Context: an optimization exercise on an open-source flow, tuned for small area, a short achievable clock period and few clock cycles per item. The choices shown serve that exercise and are no tape-out recipe.
The RTL was checked by simulation tests, not by an equivalence proof against the original design.
Power and IR drop assume default switching activity.

== cedar ==
==> flow/design.v (excerpt) <==
module ems_mapper_top (
   input  logic        clock,
   input  logic        reset,
   input  logic        req_valid,
   output logic        req_ready,
   input  logic [1:0]  req_mode,
   input  logic [15:0] req_io_port,
   input  logic [7:0]  req_write_data,
   input  logic [19:0] req_mem_address,
   output logic        rsp_valid,
   input  logic        rsp_ready,
   output logic [7:0]  rsp_read_data,
   output logic [2:0]  rsp_region,
   output logic        rsp_ems_hit,
   output logic [29:0] rsp_ems_address,
   input  logic        csr_valid,
   output logic        csr_ready,
   input  logic [7:0]  csr_index,
   input  logic [31:0] csr_wdata
);
   epfmm_pkg::req_type req_data;
   epfmm_pkg::rsp_type rsp_data;
   assign req_data.mode        = req_mode;
   assign req_data.io_port     = req_io_port;
   assign req_data.write_data  = req_write_data;
   assign req_data.mem_address = req_mem_address;
   assign rsp_read_data   = rsp_data.read_data;
   assign rsp_region      = rsp_data.region;
   assign rsp_ems_hit     = rsp_data.ems_hit;
   assign rsp_ems_address = rsp_data.ems_address;
   ems_page_frame_memory_mapper_unit #(.PORT_BASE(608)) u_unit (
      .clock     (clock),
      .reset     (reset),
      .req_valid (req_valid),
      .req_ready (req_ready),
      .req_data  (req_data),
      .rsp_valid (rsp_valid),
      .rsp_ready (rsp_ready),
      .rsp_data  (rsp_data),
      .csr_valid (csr_valid),
      .csr_ready (csr_ready),
      .csr_index (csr_index),
      .csr_wdata (csr_wdata)
   );
endmodule
For scale: roughly 2600 cells after synthesis, roughly 580 flip-flops, ~140 I/O pins, about 0.028 sq mm of cells after synthesis.
export LEC_CHECK = 0
export CAP_MARGIN = 20
export CORE_MARGIN = 2
export CORE_UTILIZATION = 40
export CTS_CLUSTER_DIAMETER = 80
export CTS_CLUSTER_SIZE = 30
export SETUP_SLACK_MARGIN = 2.1
export SLEW_MARGIN = 20
create_clock -name core_clock -period 5.0 [get_ports {clock}]
run.sh (not shown) runs the stock make flow with config.mk's settings and CLKGATE_MAP_FILE= SYNTH_SCRIPT=/design/flow/synth_recipe.tcl, a recipe that flattens the netlist after the stock synthesis.
Testbench counts of cedar, summed over its fixed seeds: cycles 7,101, items 7,085.
[inputs] pepper vs cedar
- a change of SETUP_SLACK_MARGIN from 2.1 to 2.3
- For cedar, the startpoint of the most critical setup path was req_write_data[0], unlike pepper, where it was req_io_port[0].
- For the power density relative to cell area, pepper came in about 2.2% lower than cedar did.
- Summary of pepper over cedar: top fanout value on the critical path rose 2, overall track demand over capacity in global routing now larger, non-clock buffer share of cell area +0.58 points, relative contribution of combinational cells to total power increased 1.1 points, total CTS buffers held.
- cedar | status: complete | timing, DRC, antenna: pass
- The flow did not stop early for pepper: all stages ran, and the layout cleared the timing, design-rule and antenna checks.
- Going from cedar to pepper, maximum clock insertion buffer count did not really move, delay of the slowest cell on the worst path went up.

## build 48
Starting RTL as in the previous note.
Settings: LEC_CHECK=0, ABC_AREA=1, CAP_MARGIN=20, CORE_MARGIN=2, CORE_UTILIZATION=40, CTS_CLUSTER_DIAMETER=80, CTS_CLUSTER_SIZE=30, SETUP_SLACK_MARGIN=2.2, SLEW_MARGIN=20; clock period 5.0 ns.
Testbench counts of build 48, summed over its fixed seeds: cycles 7,101, items 7,085.
Input-level comparison between build 53 and build 48:
-- flow/config.mk --
<<< build 48, line 7
export LEC_CHECK = 0
export ABC_AREA = 1
export CAP_MARGIN = 20
>>> build 53, line 7
export LEC_CHECK = 0
export CAP_MARGIN = 20
<<< build 48, line 11
export CORE_UTILIZATION = 40
export CTS_CLUSTER_DIAMETER = 80
export CTS_CLUSTER_SIZE = 30
export SETUP_SLACK_MARGIN = 2.2
>>> build 53, line 10
export CORE_UTILIZATION = 40
export CTS_CLUSTER_DIAMETER = 60
export CTS_CLUSTER_SIZE = 25
export SETUP_SLACK_MARGIN = 2.2
Notes after the runs:
- Peak per-stage delay on the critical path: build 53 < build 48
- The final reports for build 53 and build 48 show total wire length lower in the former.
- Build 53: multi-input combinational cell count is 767 lower than what build 48 reported.
- The worst-path cell with the longest stage delay comes out fa_2 in one run and clkdlybuf4s50_1 in the other, namely in build 53 and build 48 respectively.
- The main combinational cell family by area after synthesis comes out simple AND/OR/NAND/NOR gates in one run and compound AO/OA/AOI/OAI gates in the other, namely in build 48 and build 53 respectively.
Inputs modified between build 53 and build 25:
-- flow/config.mk --
<<< build 53, line 10
export CORE_UTILIZATION = 40
export CTS_CLUSTER_DIAMETER = 60
export CTS_CLUSTER_SIZE = 25
export SETUP_SLACK_MARGIN = 2.2
export SLEW_MARGIN = 20
>>> build 25, line 10
export CORE_UTILIZATION = 40
export SETUP_SLACK_MARGIN = 2.5
export SLEW_MARGIN = 20
--- outcome ---
In the flow results for build 53 and build 25, the ratio of final minimum period to clock period is larger on build 25. Diff build 53 -> build 25: total instance count after detailed placement about even; final core utilization saw an increase; power +8.8%.
Relative to build 25, the following input files were edited for build 45:
-- flow/config.mk --
<<< build 25, line 10
export CORE_UTILIZATION = 40
export SETUP_SLACK_MARGIN = 2.5
export SLEW_MARGIN = 20
>>> build 45, line 10
export CORE_UTILIZATION = 40
export SETUP_SLACK_MARGIN = 2.0
export SLEW_MARGIN = 20
## What came out
Build 45 | status: complete | timing, DRC, antenna: pass
Relative to build 25, synthesis-to-layout area growth decreased by 10 points in build 45.
Met1 wire length, build 25 and build 45: smaller value in build 45
Global-route wire length before repair (build 45 / build 25): 0.940
Build 45 ended up with a lower pre-CTS worst setup slack than build 25 did.
Run comparison: build 25 critical path's slowest cell or3_4; build 45 critical path's slowest cell mux4_2
Diff build 25 and build 45: proportion of power drawn by the clock network lower in build 25
| number of cells after detailed placement | build 45 vs build 25 | ≈ equal |
Build 45: power drawn by the clock network is about 4% higher than what build 25 reported.
Comparing build 25 and build 45, the lower post-placement cell area is on build 45.
#### Input delta (build 54 over build 45)
-- flow/config.mk --
<<< build 45, line 10
export CORE_UTILIZATION = 40
export SETUP_SLACK_MARGIN = 2.0
export SLEW_MARGIN = 20
>>> build 54, line 10
export CORE_UTILIZATION = 40
export CTS_CLUSTER_DIAMETER = 80
export CTS_CLUSTER_SIZE = 30
export SETUP_SLACK_MARGIN = 2.2
export SLEW_MARGIN = 20
export TNS_END_PERCENT = 20
--- outcome ---
- The combinational power in build 54 sits about 6% above the value recorded for build 45.
- Build 54 against build 45: total wire length after detailed routing grew by 440 um; number of remaining DRC errors held steady; maximum fanout along the worst path shrank by 30; number of clock-tree buffers in the layout shrank by about 60%.
- Number of inverters outside the clock class in the layout in build 54 is 3.6% higher than in build 45
- Going from build 45 to build 54, worst setup slack rose 29 ps; fmax rose 0.96%.
- Between build 45 and build 54, the count of input and output buffers does not differ in any meaningful way.
- Build 54: proportion of power drawn by combinational gates higher than build 45
- Layout-stage area growth over the synthesis result: build 45 and build 54 compared, lower one is build 54
#### Input delta (build 21 over build 54)
-- flow/config.mk --
<<< build 54, line 9
export CORE_MARGIN = 2
export CORE_UTILIZATION = 40
export CTS_CLUSTER_DIAMETER = 80
export CTS_CLUSTER_SIZE = 30
export SETUP_SLACK_MARGIN = 2.2
export SLEW_MARGIN = 20
export TNS_END_PERCENT = 20
>>> build 21, line 9
export CORE_MARGIN = 2
export CORE_UTILIZATION = 55
export SETUP_SLACK_MARGIN = 2.2
export SLEW_MARGIN = 20
Min DRC violation total after the first TritonRoute iteration across build 54 and build 21: build 54. Going from build 54 to build 21, final cell count without fillers fell about 6%; layout buffering overhead excluding clock cells moved down; non-clock inverter total of the final layout shows a reduction of 2. Compared to build 54, build 21 has via density per instance 7.0% higher. The final hold slack of build 21 was inferior to that of build 54. Cell with the largest stage delay on the worst path = or3_4: build 21; cell with the largest stage delay on the worst path = mux4_2: build 54. | placement-stage worst setup slack | build 21 vs build 54 | worse |. On fraction of power consumed by combinational cells: between build 54 and build 21, it ends up lower for build 21. Compared with build 54, build 21 shows a lower sequential share of layout area. Going from build 54 to build 21, global-route usage increased 8.2 points, via count shows an increase of 0.58%.

## re-timing with driven ports
How much do the figures lean on ideal ports? The routed layouts below were timed once more, with nothing changed but the port constraints.
Step 1, drivers: a clkbuf_16 drives clock and a buf_2 each remaining input, both assumed.
Step 2 times the ports against the registers' clock, not the clock port: input delays grow and output delays shrink by t, the midpoint of the rising clock arrivals with the driver on.
Slacks: ideal / step 1 / step 2; pairs: ideal / step 1.
| run | shift t [ns] | slack for setup (ns) | worst slew at a driven data input, ns | pins driven straight from the clock port |
|---|---|---|---|---|
| cedar | 0.699 | 2.027 / 2.062 / 1.363 | 0.07 | 1 |
| pepper | 0.721 | 2.099 / 2.077 / 1.356 | 0.10 | 1 |
| build 48 | 0.643 | 2.215 / 2.248 / 1.605 | 0.06 | 1 |
| build 53 | 0.665 | 2.136 / 2.111 / 1.445 | 0.10 | 1 |
| build 25 | 0.708 | 2.113 / 2.090 / 1.381 | 0.16 | 1 |
| build 45 | 0.655 | 2.002 / 2.033 / 1.380 | 0.07 | 1 |
| build 54 | 0.710 | 2.030 / 2.036 / 1.326 | 0.13 | 1 |
| build 21 | 0.680 | 2.027 / 2.033 / 1.353 | 0.20 | 1 |
After both steps setup and hold are still met in every run listed. For pepper, which loses most, drivers alone change the setup slack by -0.022 ns; drivers and shift together by -0.743 ns.
